From an optimization exercise on the open Yosys and OpenROAD flow, aimed at small area; shortcuts taken in it are not production practice.
At most, simulation tests tie the RTL to the original design; equivalence was not proved.
The RTL of run 3 was laid out without a check of its function.
Power figures rest on the tool's default switching activity, not on a simulated workload.

==> flow/design.v <==
module luma_stage (
    input  logic [23:0] din,
    output logic [7:0]  gray
);
    logic [5:0] ls, lc;
    logic [7:0] lx, ly;
    logic [8:0] lcy;
    for (genvar i = 0; i < 6; i++) begin : g_csa
        assign ls[i] = din[18+i] ^ din[9+i] ^ din[2+i];
        assign lc[i] = (din[18+i] & din[9+i]) | (din[18+i] & din[2+i]) | (din[9+i] & din[2+i]);
    end
    assign lx = {1'b0, din[15], ls};
    assign ly = {1'b0, lc, 1'b0};
    assign lcy[0] = 1'b0;
    for (genvar i = 0; i < 8; i++) begin : g_add
        assign gray[i]  = lx[i] ^ ly[i] ^ lcy[i];
        assign lcy[i+1] = (lx[i] & ly[i]) | (lx[i] & lcy[i]) | (ly[i] & lcy[i]);
    end
endmodule
module clamp_add #(
    parameter int W       = 6,
    parameter bit IN_INV  = 1'b0,
    parameter bit OUT_INV = 1'b0
) (
    input  logic [7:0]   a,
    input  logic [W-1:0] t,
    output logic [7:0]   o
);
    logic [7:0] v, b, s, nv;
    logic [7:0] cy;
    logic       sg, hi, lo;
    assign v  = IN_INV ? ~a : a;
    assign sg = t[W-1];
    assign b  = {{(8-W){sg}}, t};
    assign cy[0] = 1'b0;
    for (genvar i = 0; i < 7; i++) begin : g_bit
        assign s[i]    = v[i] ^ b[i] ^ cy[i];
        assign cy[i+1] = (v[i] & b[i]) | (v[i] & cy[i]) | (b[i] & cy[i]);
    end
    assign hi = ~sg & v[7] & cy[7];
    assign lo = sg & ~v[7] & ~cy[7];
    for (genvar i = 0; i < 7; i++) begin : g_sat
        assign nv[i] = (s[i] | hi) & ~lo;
    end
    assign nv[7] = (v[7] & ~sg) | (v[7] & cy[7]) | (~sg & cy[7]);
    assign o = OUT_INV ? ~nv : nv;
endmodule
module error_quantizer (
    input  logic [4:0] q_hi,
    input  logic       q_cy,
    output logic [5:0] w7,
    output logic [4:0] w5,
    output logic [3:0] w3,
    output logic [2:0] w1
);
    logic [4:0] qs;
    logic [5:0] qc;
    assign qc[0] = q_cy;
    for (genvar i = 0; i < 5; i++) begin : g_inc
        assign qs[i]   = q_hi[i] ^ qc[i];
        assign qc[i+1] = q_hi[i] & qc[i];
    end
    assign w3 = qs[4:1];
    assign w1 = {qs[4], qs[4] & qs[3], qs[4] ^ qs[3]};
    logic [4:0] d5;
    logic [5:0] c5;
    assign d5 = {{3{~qs[4] & qs[3]}}, qs[4] ^ qs[3], qs[3]};
    assign c5[0] = 1'b0;
    for (genvar i = 0; i < 5; i++) begin : g_w5
        assign w5[i]   = qs[i] ^ d5[i] ^ c5[i];
        assign c5[i+1] = (qs[i] & d5[i]) | (qs[i] & c5[i]) | (d5[i] & c5[i]);
    end
    logic [3:0] ua, ue, u;
    logic [4:0] cu;
    assign ua = {qs[4], qs[4], qs[3], qs[2]};
    assign ue = {1'b0, qs[1] & qs[0], qs[1] & ~qs[0], qs[1] ^ qs[0]};
    assign cu[0] = 1'b0;
    for (genvar i = 0; i < 4; i++) begin : g_u
        assign u[i]    = ua[i] ^ ue[i] ^ cu[i];
        assign cu[i+1] = (ua[i] & ue[i]) | (ua[i] & cu[i]) | (ue[i] & cu[i]);
    end
    logic [3:0] fa4, fu;
    logic [4:0] c7;
    assign fa4 = {qs[4], qs[4], qs[3], qs[2]};
    assign fu  = {u[3], u[3], u[3], u[2]};
    assign w7[1:0] = u[1:0];
    assign c7[0] = 1'b0;
    for (genvar i = 0; i < 4; i++) begin : g_w7
        assign w7[i+2] = fa4[i+0] ^ fu[i] ^ c7[i];
        assign c7[i+1] = (fa4[i] & fu[i]) | (fa4[i] & c7[i]) | (fu[i] & c7[i]);
    end
endmodule
module dither_top (
    input  logic [23:0] din,
    input  logic        clk,
    input  logic        rst,
    input  logic        hs_in,
    input  logic        vs_in,
    input  logic        de_in,
    output logic [23:0] dout,
    output logic        hs_out,
    output logic        vs_out,
    output logic        de_out
);
    localparam int NST = 52;
    localparam int NGR = 50;
    logic [NST-1:0] de_sr;
    logic [NST-1:0] hs_sr;
    logic [NST-1:0] vs_sr;
    always_ff @(posedge clk) begin
        de_sr <= {de_sr[NST-2:0], de_in};
        hs_sr <= {hs_sr[NST-2:0], hs_in};
        vs_sr <= {vs_sr[NST-2:0], vs_in};
    end
    logic [5:0] rcnt;
    logic [6:0] rcy;
    logic       ok50;    
    logic       ok51;    
    assign ok51 = rcnt[5] & rcnt[4] & rcnt[2];
    assign ok50 = rcnt[5] & rcnt[4] & (rcnt[2] | (rcnt[1] & rcnt[0]));
    assign rcy[0] = ~ok51;
    for (genvar i = 0; i < 6; i++) begin : g_rcnt
        assign rcy[i+1] = rcy[i] & rcnt[i];
        always_ff @(posedge clk) begin
            rcnt[i] <= ~rst & (rcnt[i] ^ rcy[i]);
        end
    end
    logic [4:0] q_hi;    
    logic       q_cy;    
    logic       de_q;
    logic [5:0] w7;
    logic [4:0] w5;
    logic [3:0] w3;
    logic [2:0] w1;
    assign de_q = de_sr[50] & ok50;
    error_quantizer error_quantizer_i (
        .q_hi (q_hi),
        .q_cy (q_cy),
        .w7   (w7),
        .w5   (w5),
        .w3   (w3),
        .w1   (w1)
    );
    logic [11:0] col;
    logic [12:0] ccy;
    assign ccy[0] = 1'b1;
    for (genvar i = 0; i < 12; i++) begin : g_col
        assign ccy[i+1] = ccy[i] & col[i];
        always_ff @(posedge clk) begin
            col[i] <= de_q & (col[i] ^ ccy[i]);
        end
    end
    logic in_line;
    logic ok_m2, ok_m1, ok_0, ok_p1, ok_p2;
    assign in_line = de_q && (col[11:5] == 7'd0);
    assign ok_m2 = in_line && (col[4:0] >= 5'd2) && (col[4:0] < 5'd18);
    assign ok_m1 = in_line && (col[4:0] >= 5'd1) && (col[4:0] < 5'd17);
    assign ok_0  = in_line && (col[4:0] < 5'd16);
    assign ok_p1 = in_line && (col[4:0] < 5'd15);
    assign ok_p2 = in_line && (col[4:0] < 5'd14);
    logic [7:0] gr [NGR];        
    logic [7:0] nv [NGR+1];
    localparam logic [NGR-1:0] INV = 50'b00000000000000000000000000000000000000000000000000;
    luma_stage luma_stage_i (
        .din  (din),
        .gray (nv[0])
    );
    logic [2:0] t1;
    assign t1 = ok_p2 ? w1 : '0;
    clamp_add #(.W(3), .IN_INV(1'b0), .OUT_INV(1'b0)) tap1_i (
        .a (gr[0]),
        .t (t1),
        .o (nv[1])
    );
    logic [3:0] t2;
    assign t2 = ok_p1 ? w3 : '0;
    clamp_add #(.W(4), .IN_INV(1'b0), .OUT_INV(1'b0)) tap2_i (
        .a (gr[1]),
        .t (t2),
        .o (nv[2])
    );
    logic [4:0] t3;
    assign t3 = ok_0 ? w5 : '0;
    clamp_add #(.W(5), .IN_INV(1'b0), .OUT_INV(1'b0)) tap3_i (
        .a (gr[2]),
        .t (t3),
        .o (nv[3])
    );
    logic [3:0] t4;
    assign t4 = ok_m1 ? w3 : '0;
    clamp_add #(.W(4), .IN_INV(1'b0), .OUT_INV(1'b0)) tap4_i (
        .a (gr[3]),
        .t (t4),
        .o (nv[4])
    );
    logic [2:0] t5;
    assign t5 = ok_m2 ? w1 : '0;
    clamp_add #(.W(3), .IN_INV(1'b0), .OUT_INV(1'b0)) tap5_i (
        .a (gr[4]),
        .t (t5),
        .o (nv[5])
    );
    assign nv[6] = gr[5];
    assign nv[7] = gr[6];
    assign nv[8] = gr[7];
    assign nv[9] = gr[8];
    assign nv[10] = gr[9];
    assign nv[11] = gr[10];
    assign nv[12] = gr[11];
    assign nv[13] = gr[12];
    assign nv[14] = gr[13];
    assign nv[15] = gr[14];
    assign nv[16] = gr[15];
    assign nv[17] = gr[16];
    assign nv[18] = gr[17];
    assign nv[19] = gr[18];
    assign nv[20] = gr[19];
    assign nv[21] = gr[20];
    assign nv[22] = gr[21];
    assign nv[23] = gr[22];
    assign nv[24] = gr[23];
    logic [3:0] t25;
    assign t25 = ok_p2 ? w3 : '0;
    clamp_add #(.W(4), .IN_INV(1'b0), .OUT_INV(1'b0)) tap25_i (
        .a (gr[24]),
        .t (t25),
        .o (nv[25])
    );
    logic [4:0] t26;
    assign t26 = ok_p1 ? w5 : '0;
    clamp_add #(.W(5), .IN_INV(1'b0), .OUT_INV(1'b0)) tap26_i (
        .a (gr[25]),
        .t (t26),
        .o (nv[26])
    );
    logic [5:0] t27;
    assign t27 = ok_0 ? w7 : '0;
    clamp_add #(.W(6), .IN_INV(1'b0), .OUT_INV(1'b0)) tap27_i (
        .a (gr[26]),
        .t (t27),
        .o (nv[27])
    );
    logic [4:0] t28;
    assign t28 = ok_m1 ? w5 : '0;
    clamp_add #(.W(5), .IN_INV(1'b0), .OUT_INV(1'b0)) tap28_i (
        .a (gr[27]),
        .t (t28),
        .o (nv[28])
    );
    logic [3:0] t29;
    assign t29 = ok_m2 ? w3 : '0;
    clamp_add #(.W(4), .IN_INV(1'b0), .OUT_INV(1'b0)) tap29_i (
        .a (gr[28]),
        .t (t29),
        .o (nv[29])
    );
    assign nv[30] = gr[29];
    assign nv[31] = gr[30];
    assign nv[32] = gr[31];
    assign nv[33] = gr[32];
    assign nv[34] = gr[33];
    assign nv[35] = gr[34];
    assign nv[36] = gr[35];
    assign nv[37] = gr[36];
    assign nv[38] = gr[37];
    assign nv[39] = gr[38];
    assign nv[40] = gr[39];
    assign nv[41] = gr[40];
    assign nv[42] = gr[41];
    assign nv[43] = gr[42];
    assign nv[44] = gr[43];
    assign nv[45] = gr[44];
    assign nv[46] = gr[45];
    assign nv[47] = gr[46];
    assign nv[48] = gr[47];
    logic [4:0] t49;
    assign t49 = ok_p2 ? w5 : '0;
    clamp_add #(.W(5), .IN_INV(1'b0), .OUT_INV(1'b0)) tap49_i (
        .a (gr[48]),
        .t (t49),
        .o (nv[49])
    );
    logic [5:0] t50;
    assign t50 = ok_p1 ? w7 : '0;
    clamp_add #(.W(6), .IN_INV(1'b0), .OUT_INV(1'b0)) tap50_i (
        .a (gr[49]),
        .t (t50),
        .o (nv[50])
    );
    always_ff @(posedge clk) begin
        for (int k = 0; k < NGR; k++) gr[k] <= nv[k];
        q_hi <= nv[NGR][7:3];
        q_cy <= nv[NGR][7] & nv[NGR][2] & nv[NGR][1] & nv[NGR][0];
    end
    logic lvl;
    always_ff @(posedge clk) begin
        lvl <= q_hi[4];
    end
    assign dout   = {24{lvl}};
    assign de_out = de_sr[51] & ok51;
    assign hs_out = hs_sr[51] & ok51;
    assign vs_out = vs_sr[51] & ok51;
endmodule
==> flow/flow/run.sh <==
#!/bin/bash
# Layout flow: the standard flow (standard.sh, unchanged synthesis), with
#  - clock tree: larger sink clusters on clkbuf_8 leaf buffers and no dummy loads
#  - port buffers: the smallest buffer cell instead of the resizer's pick
# Every tool's full output goes to standard.log here and to ORFS's own per-step logs under orfs/logs.
set -euo pipefail
export CTS_ARGS="-sink_clustering_enable -repair_clock_nets -dont_use_dummy_load -sink_clustering_size 22 -sink_clustering_max_diameter 60 -buf_list sky130_fd_sc_hd__clkbuf_8"
export BUFFER_PORTS_ARGS="-buffer_cell sky130_fd_sc_hd__buf_1"
bash standard.sh finish > standard.log 2>&1
==> flow/standard.sh <==
#!/bin/bash
# synth_recipe.tcl (not shown) runs the flow's synth.tcl, then flattens the netlist and writes it again
# the make line also repeats each setting of config.mk as NAME=value (left out here)
make -C /OpenROAD-flow-scripts/flow DESIGN_CONFIG=/design/flow/config.mk WORK_HOME=/design/flow/orfs CLKGATE_MAP_FILE= SYNTH_SCRIPT=/design/flow/synth_recipe.tcl "${@:-finish}"
==> flow/config.mk <==
export PLATFORM = sky130hd
export DESIGN_NAME = dither_top
export DESIGN_NICKNAME = dither_top
export VERILOG_FILES = /design/flow/design.v
export SDC_FILE = /design/flow/constraint.sdc
export NUM_CORES = 4
export LEC_CHECK = 0
export ABC_AREA = 1
export CAP_MARGIN = 20
export CORE_MARGIN = 2
export CORE_UTILIZATION = 60
export SLEW_MARGIN = 20
==> flow/constraint.sdc <==
create_clock -name core_clock -period 7.0 [get_ports {clk}]
set_input_delay 1.4000 -clock core_clock [delete_from_list [all_inputs] [get_ports {clk}]]
set_output_delay 1.4000 -clock core_clock [all_outputs]
set_load 0.01 [all_outputs]
==> results of run 1 <==
cells in the mapped netlist (9+ instances only):
| cell type | count |
|---|---|
| sky130_fd_sc_hd__ha_1 | 43 |
| sky130_fd_sc_hd__nand2_1 | 139 |
| sky130_fd_sc_hd__fa_1 | 88 |
| sky130_fd_sc_hd__dfxtp_1 | 581 |
| sky130_fd_sc_hd__o21ai_0 | 9 |
| sky130_fd_sc_hd__inv_1 | 134 |
| sky130_fd_sc_hd__nand2_2 | 9 |
| sky130_fd_sc_hd__buf_4 | 24 |
| sky130_fd_sc_hd__a21oi_1 | 43 |
| sky130_fd_sc_hd__nor2_2 | 13 |
| sky130_fd_sc_hd__nand3_1 | 19 |
| sky130_fd_sc_hd__nor2_1 | 66 |
registers in the layout, indices dropped and copies added, names as in the netlist, 5 cells and up:
name and count:
gr 400, q_hi 5, hs_sr 52, rcnt 6, vs_sr 52, de_sr 52, col 12
cells by family (layout without fill, tap and decap cells):
family | count (synthesis) | after routing | share of synthesized area [%]
adders and majority gates | 131 | 131 | 14.1
DFF | 581 | 581 | 71.4
buffers and inverters | 163 | 225 | 4.32
and+or+nand+nor | 281 | 281 | 8.11
AOI/OAI and AO/OA | 53 | 53 | 1.63
xor gates and xnor gates | 7 | 7 | 0.422
power breakdown:
group          switching, mW  internal (mW)
clock network          0.872          0.479
registers              0.243           4.11
logic                  0.165          0.150
total                   1.28           4.74
metal layers:
layer	vias to the layer above	wire length [µm]
met1	3337	10100
met5	-	0
li1	3760	-
met2	116	8440
met3	34	916
met4	0	499
metrics by stage:
step | util [%] | instances
CTS | 64.3 | 1619
floorplan | - | 1216
finish | 64.3 | 1619
global route | 64.3 | 1619
global placement | 62.4 | 1582
detailed placement | 62.4 | 1582
cell usage in the layout (no fill, tap or decap), drive strengths merged:
cell / count
xnor2: 6
nor2: 87
inv: 136
xor2: 1
nand2: 151
or3b: 1
o21ai: 10
dfxtp: 581
fa: 88
a21oi: 43
nand3b: 8
buf: 52
ha: 43
nand3: 26
nor3: 8
clkbuf: 37
path summary, 6_finish.rpt:
path / end / slack [ns] / cells past startpoint
worst max-delay path: gr[49][0] / 1.37 / 20
worst min-delay path: gr[22][1] / 0.29 / 0
worst max register to register: gr[49][0] / 1.37 / 20
worst min register to register: gr[22][1] / 0.29 / 0
final cells by class:
class | instances | area share, %
multi-input cells | 472 | 22.9
repair buffers | 52 | 1.18
inverters | 136 | 2.96
well taps | 341 | 2.48
clock buffers | 37 | 2.95
flip-flops and latches | 581 | 67.5
worst max-delay path: stages, from the launching register on:
cell	delay (ns)
sky130_fd_sc_hd__dfxtp_1	0.30
sky130_fd_sc_hd__ha_1	0.19
sky130_fd_sc_hd__ha_1	0.19
sky130_fd_sc_hd__ha_1	0.19
sky130_fd_sc_hd__ha_1	0.21
sky130_fd_sc_hd__inv_1	0.05
sky130_fd_sc_hd__nand2_1	0.04
sky130_fd_sc_hd__nand2_1	0.34
sky130_fd_sc_hd__inv_1	0.12
sky130_fd_sc_hd__ha_1	0.35
sky130_fd_sc_hd__fa_1	0.45
sky130_fd_sc_hd__inv_1	0.20
sky130_fd_sc_hd__nor3_1	0.11
sky130_fd_sc_hd__fa_1	0.41
sky130_fd_sc_hd__fa_1	0.39
sky130_fd_sc_hd__fa_1	0.43
sky130_fd_sc_hd__fa_1	0.39
sky130_fd_sc_hd__fa_1	0.38
sky130_fd_sc_hd__fa_1	0.43
sky130_fd_sc_hd__nand3_1	0.24
sky130_fd_sc_hd__a21oi_1	0.10
==> run summary, run 1 <==
Synth:
- Dividing the synthesized area by the synthesized cell count gives 13.4 µm².
- The proportion of register bits with asynchronous set or reset after synthesis is 0%.
- For this run, the leading register cell type out of synthesis is sky130_fd_sc_hd__dfxtp_1.
- The number of nets handed over by synthesis was 1376.
- Sorting the synthesized cells by area gives the leading types as sky130_fd_sc_hd__dfxtp_1 (71%), sky130_fd_sc_hd__fa_1 (11%), sky130_fd_sc_hd__ha_1 (3.3%).
- The area of the mapped netlist is 16300 µm².
- The sequential-to-total area share from yosys stat is 71.4%.
- The dominant cell type by area after synthesis is sky130_fd_sc_hd__dfxtp_1.
- The number of warning messages in the yosys log is 5.
- The number of distinct library cells after synthesis is 27.
- Synthesis produced a netlist whose cell count is 1216.
- The portion of synthesized cell area occupied by the leading cell type is 71.4%.
- The number of enable-type register cells in the synthesized netlist is 0.
- The synthesized design contains 581 register bits.

Clock network:
- The post-cts gate resize count is 0.
- CTS saw 581 sinks.
- The CTS tree is built.
- The latest clock arrival within the worst-skew pair is 0.56 ns.
- CTS placed an instance of sky130_fd_sc_hd__clkbuf_8 at the clock tree root.
- In this run, CTS created clock tree buffers numbering 37.
- Clock-pin slew was measured on the worst setup and hold paths at 0.11 ns.
- Hold repair after CTS inserted 0 buffers.
- In this run the deepest clock path goes through 3 buffers.
- Post-CTS timing repair inserted 0 buffers for setup.
- In this run the number of H-tree levels came out at 2.

Run:
- The number of max-capacitance violations reported is 0.

Global route:
- Global routing used 15.2% of the available tracks across all layers.
- Global routing used 3.13% of the available met3 tracks.
- The global routing stage identified its most utilized layer as met2.
- For this run, global-route usage on met1 was measured as 22.0%.
- For met2 alone, demand over resource in global routing was 23.1%.
- Summed over all layers, the global routing overflow is 0.
- Entering global routing, the biggest net connects 25 pins.
- The wire length of the first global-routing pass is 34200 µm.
- The number of global-route vias before repair is 7199.
- The initial antenna violation count was 0.

Critical path:
- The peak fanout along the critical path is 9.
- Data on the critical path is required at its endpoint by 7.41 ns.
- The type of element capturing the critical path is a flop.
- The most critical setup path has its startpoint at q_cy.
- The type of the setup path with the least slack is reg2reg.
- The worst endpoint data arrival time is 6.04 ns.
- The reg-to-reg startpoint is q_cy.
- STA classifies the critical path startpoint as a flop.

Timing:
- Setup repair after global routing left no endpoint under its margin.
- For the final database, setup skew stands at 0.0495 ns.
- The final count of hold timing violations is 0.
- The setup TNS is 0 ns.
- The worst hold slack is 0.292 ns.
- Once routing completed, OpenROAD measured the worst setup slack at 1.37 ns.
- The worst-margin pin slew is 0.595 ns.
- The number of max-slew violations in the final report is 0.
- The headroom to the max-slew limit is 60.2%.
- Setup violations remaining at the end of the flow were counted as 0.
- The maximum achievable frequency is 178 MHz.
- The final critical path time including I/O delays and setup is 5.63 ns.
- In the finished design, the share of the clock period the worst path needs comes to 80.4%.

Place:
- The count of input and output buffers is 50.
- Routability-driven placement finished with a final weighted congestion of 0.803.
- Detailed placement ended at an HPWL of 14200 µm.
- Once placement finished, the instance area stood at 16700 µm².
- The worst-case setup slack after placement is 1.33 ns.

Layout:
- The layout has 2057 filler cells.
- The number of nets in the finished design is 1440.
- The repair_antennas step left the layout with diodes totalling 0.
- The area of the multi-input gates is 3960 µm².
- The area taken by flip-flops and latches is 11600 µm².
- The design area is 17200 µm².
- Compared with the post-synthesis result, the final layout area differs by 5.80%.
- The post-route netlist has 6.49% of its cells at a drive strength greater than 1.

Route:
- The number of detailed-route iterations in the first pass is 4.
- Dividing the detail-routed via count by the number of cells gives 4.48.
- The number of routed nets with antenna violations is 0.
- The routed wire length is 20000 µm.
- In the routed design, unresolved DRC markers number 0.
- The count of routing violations after the opening detailed-route iteration is 386.
- The routed wire length per instance is 12.3 µm.
- The number of vias after detailed routing is 7247.

Die:
- The die area is 28500 µm².
- For this configuration, the core starts out at a cell density of 60.8%.
- The count of standard-cell rows is 60.
- The die extent in x is 169 µm.
- In this run the count of I/O pins placed on the die edge is 56.
- The die span in y is 169 µm.
- The placeable core region is 26800 µm².

Power and ir drop:
- VDD sags by at most 0.245 mV.
- The total power density per cell area is 349 nW/µm².
- The static leakage power is 7.76 nW.
- The total power of the final layout is 6.02 mW.

Hold path:
- In this run the worst hold path is classified as reg2reg.
- The startpoint identified for the worst hold timing path is gr[21][1].

Run status:
- The run finished with no timing, DRC or antenna violations.
==> run 2, diff against run 1 <==
==> flow/flow/run.sh (replaced) <==
#!/bin/bash
# Layout flow: the standard flow (standard.sh, unchanged synthesis), with
#  - clock tree: larger sink clusters on clkbuf_8 leaf buffers and no dummy loads
#  - port buffers: the smallest buffer cell instead of the resizer's pick
# Every tool's full output goes to standard.log here and to ORFS's own per-step logs under orfs/logs.
set -euo pipefail
export CTS_ARGS="-sink_clustering_enable -repair_clock_nets -dont_use_dummy_load -sink_clustering_size 16 -sink_clustering_max_diameter 50 -buf_list sky130_fd_sc_hd__clkbuf_8"
export BUFFER_PORTS_ARGS="-buffer_cell sky130_fd_sc_hd__buf_1"
bash standard.sh finish > standard.log 2>&1
==> run summary, run 2 <==
Critical path:
- The worst endpoint data arrival time came to 6.06 ns (+0.02 ns).
- The cell type of the slowest stage on the worst timing path is sky130_fd_sc_hd__fa_1.
- The startpoint kind of the worst setup timing path is a flop.
- The delay contributed by the slowest stage of the critical path is 0.44 ns (about the same).
- The peak fanout along the critical path is 9 (unchanged).
- The type of the setup path with the least slack is reg2reg.
- The reg-to-reg startpoint is q_cy.
- The number of cells on the worst reg-to-reg path is 20 (unchanged).
- The cell type group with the largest total delay on the critical path is adder cells.
- Traced cell by cell, the critical path runs through ha_1, ha_1, ha_1, ha_1, inv_1, nand2_1, nand2_1, inv_1, ha_1, fa_1, fa_1, inv_1, nor3_1, fa_1, fa_1, fa_1, fa_1, fa_1, nor2_2, a21oi_1.
- In this run the worst setup path begins at q_cy.
- STA classifies the critical path endpoint as a flop.
- The data required time at the worst endpoint is 7.39 ns (-0.02 ns).
- The number of buffers and inverters on the critical path came to 3 (unchanged).
- The cell repeated most along the worst path is sky130_fd_sc_hd__fa_1.
- The register-to-register setup slack came to 1.33 ns (-0.04 ns).
- The worst register-to-register path ends at gr[49][0].

Global route:
- In this run the most used layer during global routing was met2.
- The met1 usage in global routing is 22.1% (+0.041 points).
- The number of global-route vias before repair is 7298 (+1.4%).
- The wire length of the first global-routing pass came to 34600 µm (+0.93%).
- The overall fraction of global-route tracks in use came to 15.3% (+0.11 points).
- The overflow left after global routing was 0 (unchanged).
- The met3 usage is 3.48% (+0.35 points).
- The met2 routing resource usage after global routing is 23.2% (+0.071 points).
- The maximum number of pins on one net before global-route repair is 25 (unchanged).
- The initial antenna violation count is 0 (unchanged).

Place:
- The half-perimeter wire length of the detailed placement result is 14200 µm (unchanged).
- The routability-driven placement congestion ratio is 0.803 (unchanged).
- The number of placed instances with taps included was 1582 (unchanged).
- The count of input and output buffers came to 50 (unchanged).

Route:
- The routed wire length was 20000 µm (+0.17%).
- The count of routing violations after the opening detailed-route iteration is 325 (-16%).
- The number of vias after detailed routing is 7302 (+0.76%).
- The routed wire length per instance is 12.3 µm (-0.39%).
- The number of routed nets with antenna violations is 0 (unchanged).
- The number of detailed-route iterations in the first pass is 4 (unchanged).
- The residual DRC count came to 0 (unchanged).
- The number of vias per cell after detailed routing came to 4.49 (+0.20%).

Synth:
- The gate count after technology mapping came to 1216 (unchanged).
- The sequential-to-total area share from yosys stat is 71.4% (unchanged).
- The number of enable-type register cells in the synthesized netlist is 0 (unchanged).
- The dominant cell type by area after synthesis is sky130_fd_sc_hd__dfxtp_1.
- The post-synthesis net count was 1376 (unchanged).
- In the synthesized netlist the dominant register cell turns out to be sky130_fd_sc_hd__dfxtp_1.
- The number of synthesized register bits was 581 (unchanged).
- The area of the mapped netlist was 16300 µm² (unchanged).
- The proportion of register bits with asynchronous set or reset after synthesis is 0% (unchanged).
- The number of warning messages in the yosys log is 5 (unchanged).
- Among all cell types in the netlist, the one instantiated most often is sky130_fd_sc_hd__dfxtp_1.
- The portion of synthesized cell area occupied by the leading cell type is 71.4% (unchanged).
- By area the synthesized netlist is led by sky130_fd_sc_hd__dfxtp_1 (71%), sky130_fd_sc_hd__fa_1 (11%), sky130_fd_sc_hd__ha_1 (3.3%).
- Counting instances in the post-synthesis netlist gives the leading cell types as sky130_fd_sc_hd__dfxtp_1 (581), sky130_fd_sc_hd__nand2_1 (139), sky130_fd_sc_hd__inv_1 (134), sky130_fd_sc_hd__fa_1 (88), sky130_fd_sc_hd__nor2_1 (66).
- The mean area per synthesized cell is 13.4 µm² (unchanged).
- The number of distinct library cells after synthesis is 27 (unchanged).

Layout:
- The number of nets in the finished design came to 1449 (+0.63%).
- Leaving out fill and tap cells, the most frequent cell in the layout is sky130_fd_sc_hd__dfxtp_1.
- The number of antenna diodes is 0 (unchanged).
- More flip-flops sit in one register than any other, and that register is gr.
- In the layout the commonest cells are sky130_fd_sc_hd__dfxtp_1 (581), sky130_fd_sc_hd__nand2_1 (139), sky130_fd_sc_hd__inv_1 (134).
- The number of inserted filler cells in the final layout is 2034 (-1.1%).
- The number of flip-flops under the largest register name is 400 (unchanged).
- The final standard cell count with taps included and fillers excluded is 1628 (+0.56%).
- The fraction of final layout cells sized beyond drive strength 1 is 7.15% (+0.65 points).
- The area growth from synthesis to final layout is 6.56%.

Timing:
- Setup repair after global routing left no endpoint under its margin.
- The setup TNS came to 0 ns (unchanged).
- The number of max-slew violations in the final report is 0 (unchanged).
- The headroom to the max-slew limit is 60.3% (about the same).
- The part of the cycle the worst path needs is 80.9% (+0.50 points).
- The final count of hold timing violations was 0 (unchanged).
- The maximum achievable frequency was 177 MHz (-0.62%).
- The final setup violation count is 0 (unchanged).
- The worst clock skew on the final layout is 0.0550 ns (+0.00553 ns).
- The worst-margin pin slew is 0.594 ns (-0.000716 ns).
- The final critical path time including I/O delays and setup is 5.67 ns (+0.0352 ns).

Clock network:
- The number of levels the H-tree was split into is 2 (unchanged).
- The cell sitting at the root of the clock tree is a sky130_fd_sc_hd__clkbuf_8.
- The post-cts gate resize count is 0 (unchanged).
- The CTS tree is built.
- The clock net sink count came to 581 (unchanged).
- The worst-case clock buffer depth is 3 (unchanged).
- The latest clock arrival within the worst-skew pair came to 0.57 ns (about the same).
- The total setup buffers inserted after CTS is 0 (unchanged).
- The CTS clock-pin slew for the worst setup and hold paths is 0.09 ns (-0.02 ns).
- The number of buffers inserted during clock tree synthesis is 46 (+24%).
- The total of hold buffers inserted after clock tree synthesis came to 0 (unchanged).

Die:
- The die span in y is 169 µm (unchanged).
- The placeable core region is 26800 µm² (unchanged).
- The die extent in x was 169 µm (unchanged).
- The count of standard-cell rows is 60 (unchanged).
- The die area is 28500 µm² (unchanged).
- The starting density of the core came to 60.8% (unchanged).
- The top-level I/O count is 56 (unchanged).

Power and ir drop:
- The total power density per cell area is 355 nW/µm² (+1.5%).
- The static leakage power was 7.83 nW (+0.83%).
- The worst voltage drop across the vdd grid is 0.248 mV (+1.2%).
- The total power of the final layout is 6.16 mW (+2.2%).

Hold path:
- For hold timing, the worst endpoint is gr[9][1].
- The worst min-delay path category is reg2reg.
- The instance count along the most critical hold path is 0 (unchanged).
- In this run the most critical hold path is launched from gr[8][1].

Run:
- The number of max-capacitance violations reported is 0 (unchanged).

Run status:
- The flow ran to the end and the layout has no timing, DRC or antenna violations.
==> run 2: cell count changes in the layout (fill, tap and decap cells not counted), sizes merged <==
| cell | previous run | this run |
|---|---|---|
| clkbuf | 37 | 46 |
==> run 2: area by class of cell <==
type / count / area [µm²] / share of cell area (%)
Multi-Input combinational cell: 472 / 3960 / 22.8
Clock buffer: 46 / 633 / 3.65
Timing Repair Buffer: 52 / 203 / 1.17
Tap cell: 341 / 427 / 2.46
Sequential cell: 581 / 11600 / 67.0
Inverter: 136 / 510 / 2.94
==> run 2: worst max-delay path by stage <==
stage | slack, ns | endpoint | cells past startpoint
after floorplan | 1.64 | gr[26][0] | 21
after CTS | 1.32 | gr[49][0] | 20
after global placement | 1.37 | gr[49][0] | 20
after detailed placement | 1.33 | gr[28][5] | 22
final | 1.33 | gr[49][0] | 20
after global routing | 1.01 | gr[49][0] | 20
==> run 2: per-stage QoR <==
step	area, µm²	setup WS, ns	util (%)	hold WS (ns)
detailed placement	16700	1.33	62.4	0.312
CTS	17400	1.32	64.8	0.314
finish	17400	1.33	64.8	0.306
global route	17400	1.01	64.8	0.322
floorplan	16300	1.64	-	0.310
global placement	16700	1.37	62.4	0.310
==> run 2: where the power goes <==
group | switching (mW) | total (mW) | internal [mW]
logic | 0.166 | 0.316 | 0.150
registers | 0.241 | 4.36 | 4.11
clock network | 0.896 | 1.48 | 0.589
total | 1.30 | 6.16 | 4.85
==> run 2: routing by layer <==
layer | part of all wire, % | vias up
li1 | - | 3781
met1 | 50 | 3364
met2 | 43 | 125
met3 | 5.0 | 32
met4 | 2.0 | 0
met5 | 0 | -
==> run 2: kinds of logic after synthesis <==
family	synth area share, %
adders and majority gates	14.1
and+or+nand+nor	8.11
AOI/OAI and AO/OA	1.63
buffers and inverters	4.32
DFF	71.4
xor gates and xnor gates	0.422
==> run 3, diff against run 2 <==
--- a/flow/design.v
+++ b/flow/design.v
@@ -26,23 +26,33 @@
     input  logic [W-1:0] t,
     output logic [7:0]   o
 );
-    logic [7:0] v, b, s, nv;
+    logic [7:0] b, s, nv;
     logic [7:0] cy;
     logic       sg, hi, lo;
-    assign v  = IN_INV ? ~a : a;
     assign sg = t[W-1];
-    assign b  = {{(8-W){sg}}, t};
-    assign cy[0] = 1'b0;
-    for (genvar i = 0; i < 7; i++) begin : g_bit
-        assign s[i]    = v[i] ^ b[i] ^ cy[i];
-        assign cy[i+1] = (v[i] & b[i]) | (v[i] & cy[i]) | (b[i] & cy[i]);
+    if (IN_INV) begin : g_inv
+        assign b = ~{{(8-W){sg}}, t};
+        assign cy[0] = 1'b1;
+        assign hi = ~(sg | a[7] | cy[7]);
+        assign lo = sg & a[7] & cy[7];
+        for (genvar i = 0; i < 7; i++) begin : g_sat
+            assign nv[i] = (~s[i] | hi) & ~lo;
+        end
+        assign nv[7] = ~((a[7] & sg) | (a[7] & cy[7]) | (sg & cy[7]));
+    end else begin : g_pos
+        assign b = {{(8-W){sg}}, t};
+        assign cy[0] = 1'b0;
+        assign hi = ~sg & a[7] & cy[7];
+        assign lo = sg & ~a[7] & ~cy[7];
+        for (genvar i = 0; i < 7; i++) begin : g_sat
+            assign nv[i] = (s[i] | hi) & ~lo;
+        end
+        assign nv[7] = (a[7] & ~sg) | (a[7] & cy[7]) | (~sg & cy[7]);
     end
-    assign hi = ~sg & v[7] & cy[7];
-    assign lo = sg & ~v[7] & ~cy[7];
-    for (genvar i = 0; i < 7; i++) begin : g_sat
-        assign nv[i] = (s[i] | hi) & ~lo;
+    for (genvar i = 0; i < 7; i++) begin : g_bit
+        assign s[i]    = a[i] ^ b[i] ^ cy[i];
+        assign cy[i+1] = (a[i] & b[i]) | (a[i] & cy[i]) | (b[i] & cy[i]);
     end
-    assign nv[7] = (v[7] & ~sg) | (v[7] & cy[7]) | (~sg & cy[7]);
     assign o = OUT_INV ? ~nv : nv;
 endmodule
 module error_quantizer (
@@ -160,42 +170,42 @@
     assign ok_p2 = in_line && (col[4:0] < 5'd14);
     logic [7:0] gr [NGR];        
     logic [7:0] nv [NGR+1];
-    localparam logic [NGR-1:0] INV = 50'b00000000000000000000000000000000000000000000000000;
+    localparam logic [NGR-1:0] INV = 50'b10000000000000000000010101111111111111111111101010;
     luma_stage luma_stage_i (
         .din  (din),
         .gray (nv[0])
     );
     logic [2:0] t1;
     assign t1 = ok_p2 ? w1 : '0;
-    clamp_add #(.W(3), .IN_INV(1'b0), .OUT_INV(1'b0)) tap1_i (
+    clamp_add #(.W(3), .IN_INV(1'b0), .OUT_INV(1'b1)) tap1_i (
         .a (gr[0]),
         .t (t1),
         .o (nv[1])
     );
     logic [3:0] t2;
     assign t2 = ok_p1 ? w3 : '0;
-    clamp_add #(.W(4), .IN_INV(1'b0), .OUT_INV(1'b0)) tap2_i (
+    clamp_add #(.W(4), .IN_INV(1'b1), .OUT_INV(1'b0)) tap2_i (
         .a (gr[1]),
         .t (t2),
         .o (nv[2])
     );
     logic [4:0] t3;
     assign t3 = ok_0 ? w5 : '0;
-    clamp_add #(.W(5), .IN_INV(1'b0), .OUT_INV(1'b0)) tap3_i (
+    clamp_add #(.W(5), .IN_INV(1'b0), .OUT_INV(1'b1)) tap3_i (
         .a (gr[2]),
         .t (t3),
         .o (nv[3])
     );
     logic [3:0] t4;
     assign t4 = ok_m1 ? w3 : '0;
-    clamp_add #(.W(4), .IN_INV(1'b0), .OUT_INV(1'b0)) tap4_i (
+    clamp_add #(.W(4), .IN_INV(1'b1), .OUT_INV(1'b0)) tap4_i (
         .a (gr[3]),
         .t (t4),
         .o (nv[4])
     );
     logic [2:0] t5;
     assign t5 = ok_m2 ? w1 : '0;
-    clamp_add #(.W(3), .IN_INV(1'b0), .OUT_INV(1'b0)) tap5_i (
+    clamp_add #(.W(3), .IN_INV(1'b0), .OUT_INV(1'b1)) tap5_i (
         .a (gr[4]),
         .t (t5),
         .o (nv[5])
@@ -221,35 +231,35 @@
     assign nv[24] = gr[23];
     logic [3:0] t25;
     assign t25 = ok_p2 ? w3 : '0;
-    clamp_add #(.W(4), .IN_INV(1'b0), .OUT_INV(1'b0)) tap25_i (
+    clamp_add #(.W(4), .IN_INV(1'b1), .OUT_INV(1'b0)) tap25_i (
         .a (gr[24]),
         .t (t25),
         .o (nv[25])
     );
     logic [4:0] t26;
     assign t26 = ok_p1 ? w5 : '0;
-    clamp_add #(.W(5), .IN_INV(1'b0), .OUT_INV(1'b0)) tap26_i (
+    clamp_add #(.W(5), .IN_INV(1'b0), .OUT_INV(1'b1)) tap26_i (
         .a (gr[25]),
         .t (t26),
         .o (nv[26])
     );
     logic [5:0] t27;
     assign t27 = ok_0 ? w7 : '0;
-    clamp_add #(.W(6), .IN_INV(1'b0), .OUT_INV(1'b0)) tap27_i (
+    clamp_add #(.W(6), .IN_INV(1'b1), .OUT_INV(1'b0)) tap27_i (
         .a (gr[26]),
         .t (t27),
         .o (nv[27])
     );
     logic [4:0] t28;
     assign t28 = ok_m1 ? w5 : '0;
-    clamp_add #(.W(5), .IN_INV(1'b0), .OUT_INV(1'b0)) tap28_i (
+    clamp_add #(.W(5), .IN_INV(1'b0), .OUT_INV(1'b1)) tap28_i (
         .a (gr[27]),
         .t (t28),
         .o (nv[28])
     );
     logic [3:0] t29;
     assign t29 = ok_m2 ? w3 : '0;
-    clamp_add #(.W(4), .IN_INV(1'b0), .OUT_INV(1'b0)) tap29_i (
+    clamp_add #(.W(4), .IN_INV(1'b1), .OUT_INV(1'b0)) tap29_i (
         .a (gr[28]),
         .t (t29),
         .o (nv[29])
@@ -275,14 +285,14 @@
     assign nv[48] = gr[47];
     logic [4:0] t49;
     assign t49 = ok_p2 ? w5 : '0;
-    clamp_add #(.W(5), .IN_INV(1'b0), .OUT_INV(1'b0)) tap49_i (
+    clamp_add #(.W(5), .IN_INV(1'b0), .OUT_INV(1'b1)) tap49_i (
         .a (gr[48]),
         .t (t49),
         .o (nv[49])
     );
     logic [5:0] t50;
     assign t50 = ok_p1 ? w7 : '0;
-    clamp_add #(.W(6), .IN_INV(1'b0), .OUT_INV(1'b0)) tap50_i (
+    clamp_add #(.W(6), .IN_INV(1'b1), .OUT_INV(1'b0)) tap50_i (
         .a (gr[49]),
         .t (t50),
         .o (nv[50])
==> flow/flow/run.sh (replaced) <==
#!/bin/bash
# Layout flow: the standard flow (standard.sh, unchanged synthesis), with
#  - clock tree: larger sink clusters on clkbuf_8 leaf buffers and no dummy loads
#  - port buffers: the smallest buffer cell instead of the resizer's pick
# Every tool's full output goes to standard.log here and to ORFS's own per-step logs under orfs/logs.
set -euo pipefail
export CTS_ARGS="-sink_clustering_enable -repair_clock_nets -dont_use_dummy_load -sink_clustering_size 22 -sink_clustering_max_diameter 60 -buf_list sky130_fd_sc_hd__clkbuf_8"
export BUFFER_PORTS_ARGS="-buffer_cell sky130_fd_sc_hd__buf_1"
bash standard.sh finish > standard.log 2>&1
==> run summary, run 3 <==
Timing:
- The part of the cycle the worst path needs is 78.9% (-2.0 points).
- The setup TNS was 0 ns (unchanged).
- The worst clock skew on the final layout is 0.0950 ns (+0.0400 ns).
- The worst hold slack is 0.231 ns (-0.0748 ns).
- The final setup slack of the worst path is 1.48 ns (+0.141 ns).
- The final setup violation count was 0 (unchanged).
- The final count of hold timing violations was 0 (unchanged).
- The final critical path time including I/O delays and setup is 5.52 ns (-0.141 ns).
- The headroom to the max-slew limit is 62.2% (+1.9 points).
- The maximum achievable frequency is 181 MHz (+2.5%).
- The number of max-slew violations in the final report is 0 (unchanged).
- The worst-margin pin slew is 0.566 ns (-0.0278 ns).
- Setup repair after global routing left no endpoint under its margin.

Synth:
- The leading cell type by number of instances after synthesis is sky130_fd_sc_hd__dfxtp_1.
- The synthesized design spends more area on one cell type than any other, namely sky130_fd_sc_hd__dfxtp_1.
- The number of enable-type register cells in the synthesized netlist is 0 (unchanged).
- The mean area per synthesized cell came to 13.4 µm² (+0.14%).
- The sequential-to-total area share from yosys stat is 71.8% (+0.43 points).
- The number of synthesized register bits came to 581 (unchanged).
- The gate count after technology mapping is 1207 (-0.74%).
- The number of warning messages in the yosys log is 5 (unchanged).
- The portion of synthesized cell area occupied by the leading cell type is 71.8% (+0.43 points).
- By count the netlist is led by sky130_fd_sc_hd__dfxtp_1 (581), sky130_fd_sc_hd__nand2_1 (138), sky130_fd_sc_hd__inv_1 (133), sky130_fd_sc_hd__fa_1 (88), sky130_fd_sc_hd__nor2_1 (58).
- The proportion of register bits with asynchronous set or reset after synthesis is 0% (unchanged).
- The number of distinct library cells after synthesis is 33 (+22%).
- Yosys attributes the largest share of cell area to sky130_fd_sc_hd__dfxtp_1 (72%), sky130_fd_sc_hd__fa_1 (11%), sky130_fd_sc_hd__ha_1 (3.3%).
- In the synthesized netlist the dominant register cell turns out to be sky130_fd_sc_hd__dfxtp_1.
- The area of the mapped netlist came to 16200 µm² (-0.60%).
- The post-synthesis net count was 1367 (-0.65%).

Clock network:
- The worst-case clock buffer depth was 3 (unchanged).
- The total of hold buffers inserted after clock tree synthesis is 0 (unchanged).
- The CTS tree is built.
- CTS placed an instance of sky130_fd_sc_hd__clkbuf_8 at the clock tree root.
- The total setup buffers inserted after CTS came to 0 (unchanged).
- The post-cts gate resize count is 0 (unchanged).
- The number of levels the H-tree was split into came to 2 (unchanged).
- The clock net sink count came to 581 (unchanged).
- The number of buffers inserted during clock tree synthesis was 35 (-24%).
- The latest clock arrival within the worst-skew pair is 0.55 ns (-0.02 ns).
- The CTS clock-pin slew for the worst setup and hold paths came to 0.12 ns (+0.03 ns).

Critical path:
- The startpoint kind of the worst setup timing path is a flop.
- The data required time at the worst endpoint is 7.44 ns (+0.05 ns).
- STA classifies the critical path endpoint as a flop.
- The worst endpoint data arrival time came to 5.97 ns (-0.09 ns).
- The type of the setup path with the least slack is reg2reg.
- The peak fanout along the critical path was 11 (+2).

Route:
- The amount of wire on met3 after detailed routing is 833 µm (-18%).
- The length of routed met2 wiring is 8700 µm (+1.7%).
- Signal routing reaches up to met4.
- The routed wire length is 20300 µm (+1.7%).
- The residual DRC count is 0 (unchanged).
- The number of vias per cell after detailed routing is 4.52 (+0.82%).
- The number of vias after detailed routing is 7258 (-0.60%).
- The count of routing violations after the opening detailed-route iteration is 342 (+5.2%).
- The number of detailed-route iterations in the first pass came to 5 (+1).
- The routed wire length per instance is 12.7 µm (+3.1%).
- The number of routed nets with antenna violations came to 0 (unchanged).
- The routed metal-1 wire length came to 10200 µm (+1.2%).

Power and ir drop:
- The static leakage power is 7.61 nW (-2.8%).
- The worst voltage drop across the vdd grid was 0.253 mV (+2.0%).
- The total power density per cell area came to 351 nW/µm² (-0.90%).

Die:
- The top-level I/O count is 56 (unchanged).
- The count of standard-cell rows was 60 (unchanged).
- The die span in y is 168 µm (-0.29%).
- The die area was 28300 µm² (-0.59%).
- The die extent in x is 168 µm (-0.29%).
- The starting density of the core is 60.6% (-0.19 points).
- The placeable core region came to 26700 µm² (-0.28%).

Global route:
- The initial antenna violation count is 0 (unchanged).
- The maximum number of pins on one net before global-route repair came to 25 (unchanged).
- The overall fraction of global-route tracks in use is 15.2% (-0.086 points).
- The wire length of the first global-routing pass is 34000 µm (-1.6%).
- The number of global-route vias before repair is 7036 (-3.6%).
- The overflow left after global routing was 0 (unchanged).

Layout:
- The share of the core filled with cells in the final layout is 64.0% (-0.82 points).
- The design area is 17100 µm² (-1.5%).
- The number of antenna diodes is 0 (unchanged).
- Leaving out fill and tap cells, the most frequent cell in the layout is sky130_fd_sc_hd__dfxtp_1.
- Ranked by flip-flop count, first place goes to gr.
- The fraction of final layout cells sized beyond drive strength 1 is 5.46% (-1.7 points).
- From synthesis to final layout, the design area changed by 5.55%.
- In the layout the commonest cells are sky130_fd_sc_hd__dfxtp_1 (581), sky130_fd_sc_hd__nand2_1 (138), sky130_fd_sc_hd__inv_1 (133).
- The number of nets in the finished design was 1426 (-1.6%).
- The number of flip-flops under the largest register name was 400 (unchanged).
- The number of inserted filler cells in the final layout is 2081 (+2.3%).

Place:
- The cell area after placement was 16600 µm² (-0.70%).
- The half-perimeter wire length of the detailed placement result is 14500 µm (+2.0%).
- The worst-case setup slack after placement was 1.54 ns (+0.213 ns).
- The count of input and output buffers is 50 (unchanged).
- The routability-driven placement congestion ratio came to 0.834 (+3.8%).

Run:
- The number of max-capacitance violations reported is 0 (unchanged).

Run status:
- The flow ran to the end and the layout has no timing, DRC or antenna violations.

Hold path:
- The worst min-delay path category is reg2reg.
[run 3: cell count changes after synthesis, moves of 3 or more]
cell,change
sky130_fd_sc_hd__o21ai_1,+30
sky130_fd_sc_hd__inv_2,+4
sky130_fd_sc_hd__nor2_1,-8
sky130_fd_sc_hd__a21oi_1,-26
sky130_fd_sc_hd__nor2_2,-5
sky130_fd_sc_hd__nand2_2,-3
sky130_fd_sc_hd__nand3_2,-3
sky130_fd_sc_hd__nand3b_1,-4
sky130_fd_sc_hd__nand3_1,+5
[run 3: cells by family after synthesis]
group / synth area share, %
AOI/OAI and AO/OA: 1.80
xor gates and xnor gates: 0.325
adders and majority gates: 14.3
buffers and inverters: 4.44
DFF: 71.8
and+or+nand+nor: 7.34
[run 3: where the power goes]
group	total (mW)	switching, mW	internal (mW)
Combinational	0.328	0.180	0.147
Sequential	4.35	0.240	4.11
Clock	1.33	0.872	0.454
[run 3: area by class of cell]
cell class	count	area [µm²]	area share [%]
clock buffers	35	482	2.82
inverters	139	522	3.05
multi-input cells	459	3840	22.5
flip-flops and latches	581	11600	68.1
well taps	341	427	2.50
repair buffers	50	188	1.10
[run 3: path summary, 6_finish.rpt]
kind	startpoint	endpoint	slack (ns)	cells after the start
worst min-delay path	gr[47][7]	gr[48][7]	0.23	0
worst max register to register	q_cy	q_cy	1.48	20
worst min register to register	gr[47][7]	gr[48][7]	0.23	0
worst max-delay path	q_cy	q_cy	1.48	20
[run 3: per-layer routing]
metal | GRT usage, % | vias up
met2 | 23.5 | 132
li1 | - | 3730
met3 | 2.91 | 44
met4 | 5.55 | 0
met1 | 21.6 | 3352
met5 | 0 | -
[run 3: worst max-delay path, stage by stage, from the launching register on]
cell                      delay (ns)
sky130_fd_sc_hd__dfxtp_1        0.32
sky130_fd_sc_hd__ha_1           0.19
sky130_fd_sc_hd__ha_1           0.20
sky130_fd_sc_hd__ha_1           0.20
sky130_fd_sc_hd__ha_1           0.55
sky130_fd_sc_hd__inv_1          0.16
sky130_fd_sc_hd__fa_1           0.44
sky130_fd_sc_hd__inv_1          0.08
sky130_fd_sc_hd__fa_1           0.41
sky130_fd_sc_hd__ha_1           0.31
sky130_fd_sc_hd__nand3_1        0.11
sky130_fd_sc_hd__fa_1           0.43
sky130_fd_sc_hd__fa_1           0.42
sky130_fd_sc_hd__fa_1           0.40
sky130_fd_sc_hd__fa_1           0.39
sky130_fd_sc_hd__fa_1           0.39
sky130_fd_sc_hd__inv_1          0.09
sky130_fd_sc_hd__nand3_1        0.16
sky130_fd_sc_hd__nand2_1        0.10
sky130_fd_sc_hd__inv_1          0.04
sky130_fd_sc_hd__nor2_1         0.08
[run 3: metrics by stage]
step | power, mW | cells
after detailed placement | 4.78 | 1570
after CTS | 6.11 | 1605
after global routing | 6.36 | 1605
final | 6.01 | 1605
after global placement | 4.76 | 1570
after floorplan | 4.59 | 1207
==> run 4, diff against run 3 <==
--- a/flow/design.v
+++ b/flow/design.v
@@ -122,19 +122,6 @@
         hs_sr <= {hs_sr[NST-2:0], hs_in};
         vs_sr <= {vs_sr[NST-2:0], vs_in};
     end
-    logic [5:0] rcnt;
-    logic [6:0] rcy;
-    logic       ok50;    
-    logic       ok51;    
-    assign ok51 = rcnt[5] & rcnt[4] & rcnt[2];
-    assign ok50 = rcnt[5] & rcnt[4] & (rcnt[2] | (rcnt[1] & rcnt[0]));
-    assign rcy[0] = ~ok51;
-    for (genvar i = 0; i < 6; i++) begin : g_rcnt
-        assign rcy[i+1] = rcy[i] & rcnt[i];
-        always_ff @(posedge clk) begin
-            rcnt[i] <= ~rst & (rcnt[i] ^ rcy[i]);
-        end
-    end
     logic [4:0] q_hi;    
     logic       q_cy;    
     logic       de_q;
@@ -142,7 +129,18 @@
     logic [4:0] w5;
     logic [3:0] w3;
     logic [2:0] w1;
+    localparam logic [11:0] COL_RST = 12'd4045;
+    logic       all_ok;      
+    logic       col_zero;
+    logic       ok50;        
+    logic       ok51;        
+    logic       col_en;
+    assign ok50 = all_ok | col_zero;
+    assign ok51 = all_ok;
     assign de_q = de_sr[50] & ok50;
+    always_ff @(posedge clk) begin
+        all_ok <= ~rst & ok50;
+    end
     error_quantizer error_quantizer_i (
         .q_hi (q_hi),
         .q_cy (q_cy),
@@ -153,11 +151,13 @@
     );
     logic [11:0] col;
     logic [12:0] ccy;
+    assign col_zero = (col == 12'd0);
+    assign col_en = (~ok50) | de_q;
     assign ccy[0] = 1'b1;
     for (genvar i = 0; i < 12; i++) begin : g_col
         assign ccy[i+1] = ccy[i] & col[i];
         always_ff @(posedge clk) begin
-            col[i] <= de_q & (col[i] ^ ccy[i]);
+            col[i] <= rst ? COL_RST[i] : (col_en & (col[i] ^ ccy[i]));
         end
     end
     logic in_line;
==> run summary, run 4 <==
Run status:
- The run finished with no timing, DRC or antenna violations.

Timing:
- The headroom to the max-slew limit is 51.3% (-11 points).
- The final count of hold timing violations was 0 (unchanged).
- The final setup slack of the worst path is 1.35 ns (-0.128 ns).
- The maximum achievable frequency is 177 MHz (-2.3%).
- The worst hold slack is 0.266 ns (+0.0350 ns).
- The final setup violation count is 0 (unchanged).
- The final critical path time including I/O delays and setup is 5.65 ns (+0.128 ns).
- The worst-margin pin slew was 0.729 ns (+0.162 ns).
- The number of max-slew violations in the final report is 0 (unchanged).
- The setup TNS is 0 ns (unchanged).
- The worst clock skew on the final layout came to 0.0826 ns (-0.0123 ns).
- The part of the cycle the worst path needs is 80.8% (+1.8 points).
- Setup repair after global routing left no endpoint under its margin.

Hold path:
- The startpoint of the lowest-slack hold path is gr[13][3].
- In this run the worst hold path is classified as reg2reg.

Critical path:
- The worst register-to-register path begins at q_cy.
- The most critical setup path has its startpoint at q_cy.
- The worst setup path is launched from a flop.
- The worst endpoint data arrival time was 6.12 ns (+0.15 ns).
- The peak fanout along the critical path came to 10 (-1).
- STA classifies the critical path endpoint as a flop.
- The data required time at the worst endpoint was 7.46 ns (+0.02 ns).
- The worst setup path is of the reg2reg kind.

Synth:
- The post-synthesis net count was 1429 (+4.5%).
- The number of warning messages in the yosys log is 5 (unchanged).
- Ranked by total cell area, the synthesized netlist is headed by sky130_fd_sc_hd__dfxtp_1 (71%), sky130_fd_sc_hd__fa_1 (11%), sky130_fd_sc_hd__nand2_1 (5.5%).
- The simple-gate share of the synthesized area is 9.19% (+1.8 points).
- The post-synthesis mux area share is 0% (unchanged).
- The proportion of register bits with asynchronous set or reset after synthesis is 0% (unchanged).
- The mean area per synthesized cell was 12.8 µm² (-4.6%).
- The area of the mapped netlist came to 16300 µm² (+0.59%).
- After synthesis, the largest family of logic cells by area is adder cells.
- Ranked by instance count, the synthesized netlist is headed by sky130_fd_sc_hd__dfxtp_1 (576), sky130_fd_sc_hd__nand2_1 (240), sky130_fd_sc_hd__inv_1 (173), sky130_fd_sc_hd__fa_1 (88), sky130_fd_sc_hd__ha_1 (39).
- The number of enable-type register cells in the synthesized netlist was 0 (unchanged).
- The gate count after technology mapping is 1273 (+5.5%).
- The portion of synthesized cell area occupied by the leading cell type came to 70.8% (-1.0 points).
- Summed over all instances, the cell type with the most area after synthesis is sky130_fd_sc_hd__dfxtp_1.
- The number of distinct library cells after synthesis is 29 (-12%).
- The number of synthesized register bits was 576 (-0.86%).
- The post-synthesis share of cell area spent on full adders, half adders and majority gates is 13.8% (-0.45 points).
- The commonest register cell after synthesis is sky130_fd_sc_hd__dfxtp_1.
- The sequential-to-total area share from yosys stat is 70.8% (-1.0 points).
- The post-synthesis compound-gate area fraction came to 0.714% (-1.1 points).
- The xor/xnor share of the synthesized area came to 0.215% (-0.11 points).
- The leading cell type by number of instances after synthesis is sky130_fd_sc_hd__dfxtp_1.

Global route:
- The number of global-route vias before repair is 7373 (+4.8%).
- The maximum number of pins on one net before global-route repair came to 25 (unchanged).
- The initial antenna violation count was 0 (unchanged).
- The overall fraction of global-route tracks in use was 15.6% (+0.38 points).
- The overflow left after global routing was 0 (unchanged).
- The wire length of the first global-routing pass is 34800 µm (+2.4%).

Place:
- The routability-driven placement congestion ratio is 0.850 (+1.9%).
- The count of input and output buffers is 50 (unchanged).
- The half-perimeter wire length of the detailed placement result is 14600 µm (+1.1%).
- The worst-case setup slack after placement is 1.36 ns (-0.185 ns).
- The cell area after placement is 16700 µm² (+0.56%).

Die:
- The top-level I/O count came to 56 (unchanged).
- The die extent in x is 169 µm (+0.29%).
- The count of standard-cell rows was 60 (unchanged).
- The die span in y is 169 µm (+0.29%).
- The die area is 28500 µm² (+0.58%).
- The starting density of the core was 60.8% (+0.19 points).
- The placeable core region came to 26800 µm² (+0.28%).

Route:
- The number of detailed-route iterations in the first pass came to 8 (+3).
- The residual DRC count is 0 (unchanged).
- The count of routing violations after the opening detailed-route iteration was 371 (+8.5%).
- The number of vias after detailed routing came to 7541 (+3.9%).
- The routed wire length per instance is 12.4 µm (-2.5%).
- The routed wire length is 20700 µm (+1.7%).
- The number of vias per cell after detailed routing was 4.50 (-0.38%).
- The number of routed nets with antenna violations is 0 (unchanged).

Layout:
- The area growth from synthesis to final layout is 5.75%.
- The number of antenna diodes is 0 (unchanged).
- The number of inserted filler cells in the final layout was 2130 (+2.4%).
- The fraction of final layout cells sized beyond drive strength 1 came to 4.95% (-0.51 points).
- The library cells used most frequently in the layout, excluding fill and tap cells, are sky130_fd_sc_hd__dfxtp_1 (576), sky130_fd_sc_hd__nand2_1 (240), sky130_fd_sc_hd__inv_1 (173).
- Ranked by flip-flop count, first place goes to gr.
- The number of nets in the finished design is 1491 (+4.6%).
- The number of flip-flops under the largest register name is 400 (unchanged).
- The design area is 17200 µm² (+0.79%).
- The share of the core filled with cells in the final layout is 64.3% (+0.33 points).
- The most common cell after layout, fill and taps aside is sky130_fd_sc_hd__dfxtp_1.

Run:
- The number of max-capacitance violations reported was 0 (unchanged).

Clock network:
- The clock net sink count is 576 (-0.86%).
- The latest clock arrival within the worst-skew pair is 0.57 ns (+0.02 ns).
- The worst-case clock buffer depth came to 3 (unchanged).
- The post-cts gate resize count is 0 (unchanged).
- TritonCTS built the clock tree.
- The number of levels the H-tree was split into came to 2 (unchanged).
- The total setup buffers inserted after CTS is 0 (unchanged).
- The CTS clock-pin slew for the worst setup and hold paths came to 0.11 ns (about the same).
- The total of hold buffers inserted after clock tree synthesis is 0 (unchanged).
- The tree is rooted in a sky130_fd_sc_hd__clkbuf_8.
- The number of buffers inserted during clock tree synthesis is 38 (+8.6%).

Power and ir drop:
- The worst voltage drop across the vdd grid is 0.269 mV (+6.6%).
- The total power density per cell area is 354 nW/µm² (+0.76%).
- The static leakage power is 8.03 nW (+5.5%).
==> run 4: changes by cell type after synthesis, sizes merged, moves of 4 or more <==
cell and delta:
a21oi -7, ha -4, nand2 +97, nor2 -26
nand4 +8, o21ai -28, inv +35, dfxtp -5
==> run 4: worst max-delay path, cell delays in order, from the launching register on <==
cell and delay [ns]:
sky130_fd_sc_hd__dfxtp_1 0.30, sky130_fd_sc_hd__ha_1 0.19, sky130_fd_sc_hd__ha_1 0.20, sky130_fd_sc_hd__ha_1 0.20
sky130_fd_sc_hd__ha_1 0.20, sky130_fd_sc_hd__nand2_1 0.08, sky130_fd_sc_hd__nand2_1 0.34, sky130_fd_sc_hd__ha_1 0.44
sky130_fd_sc_hd__inv_1 0.08, sky130_fd_sc_hd__fa_1 0.39, sky130_fd_sc_hd__inv_1 0.07, sky130_fd_sc_hd__fa_1 0.42
sky130_fd_sc_hd__inv_1 0.09, sky130_fd_sc_hd__nor2_1 0.09, sky130_fd_sc_hd__nand2_1 0.16, sky130_fd_sc_hd__fa_1 0.19
sky130_fd_sc_hd__inv_1 0.05, sky130_fd_sc_hd__fa_1 0.40, sky130_fd_sc_hd__fa_1 0.39, sky130_fd_sc_hd__fa_1 0.39
sky130_fd_sc_hd__fa_1 0.41, sky130_fd_sc_hd__inv_1 0.10, sky130_fd_sc_hd__nand4_1 0.26, sky130_fd_sc_hd__nand2_1 0.16
==> run 4: area by class of cell <==
class | instances | area [µm²] | share of cell area [%]
inverters | 176 | 661 | 3.83
well taps | 341 | 427 | 2.48
clock buffers | 38 | 523 | 3.04
flip-flops and latches | 576 | 11500 | 66.9
multi-input cells | 493 | 3900 | 22.6
repair buffers | 50 | 188 | 1.09
==> run 4: cells by family after synthesis <==
kind of cell	Yosys count
simple gates	341
compound gates	21
flops	576
buf+inv	204
fa+ha+maj	127
xor+xnor	4
==> run 4: layer usage <==
| layer | up-vias | global-route usage [%] | wire length (µm) |
|---|---|---|---|
| met5 | - | 0 | 0 |
| met4 | 0 | 4.69 | 479 |
| met3 | 43 | 3.16 | 815 |
| met2 | 125 | 24.7 | 9000 |
| met1 | 3508 | 21.9 | 10400 |
| li1 | 3865 | - | - |
==> run 4: final timing paths <==
kind                to  slack [ns]  cells after the start
max          gr[49][0]        1.35                     23
min          gr[14][3]        0.27                      0
min reg2reg  gr[14][3]        0.27                      0
max reg2reg  gr[49][0]        1.35                     23
==> run 4: per-stage QoR <==
stage | power (mW) | cells
2_1_floorplan | 4.63 | 1273
3_3_place_gp | 4.79 | 1636
3_5_place_dp | 4.82 | 1636
4_1_cts | 6.19 | 1674
5_1_grt | 6.47 | 1674
6_report | 6.10 | 1674
==> run 4: power breakdown <==
| part | leakage, nW | internal (mW) | switching (mW) |
|---|---|---|---|
| logic | 2.90 | 0.167 | 0.240 |
| clock network | 0.273 | 0.492 | 0.882 |
| registers | 4.86 | 4.09 | 0.232 |

==> separate check: timing with driven ports <==
No port has a modelled driver above. Below, the same layouts with a new extraction and two added sets of constraints.
Step 1: set_driving_cell puts a clkbuf_16 on clk and a buf_2 on each other input, an assumption about the parent block.
Step 2, shift: input delay + t, output delay - t, t = (earliest + latest rising clock arrival at the registers) / 2. This alone moves slack from input paths to output paths.
a / b / c = ideal / step 1 / step 2; a / b = the first two.
run	t, ns	setup slack, ns	pins driven straight from the clock port
run 1	0.579	1.370 / 1.370 / 1.370	1
run 2	0.583	1.335 / 1.335 / 1.335	1
run 3	0.553	1.476 / 1.476 / 1.476	1
run 4	0.572	1.347 / 1.347 / 1.347	1
After both steps setup and hold are still met in every run listed.
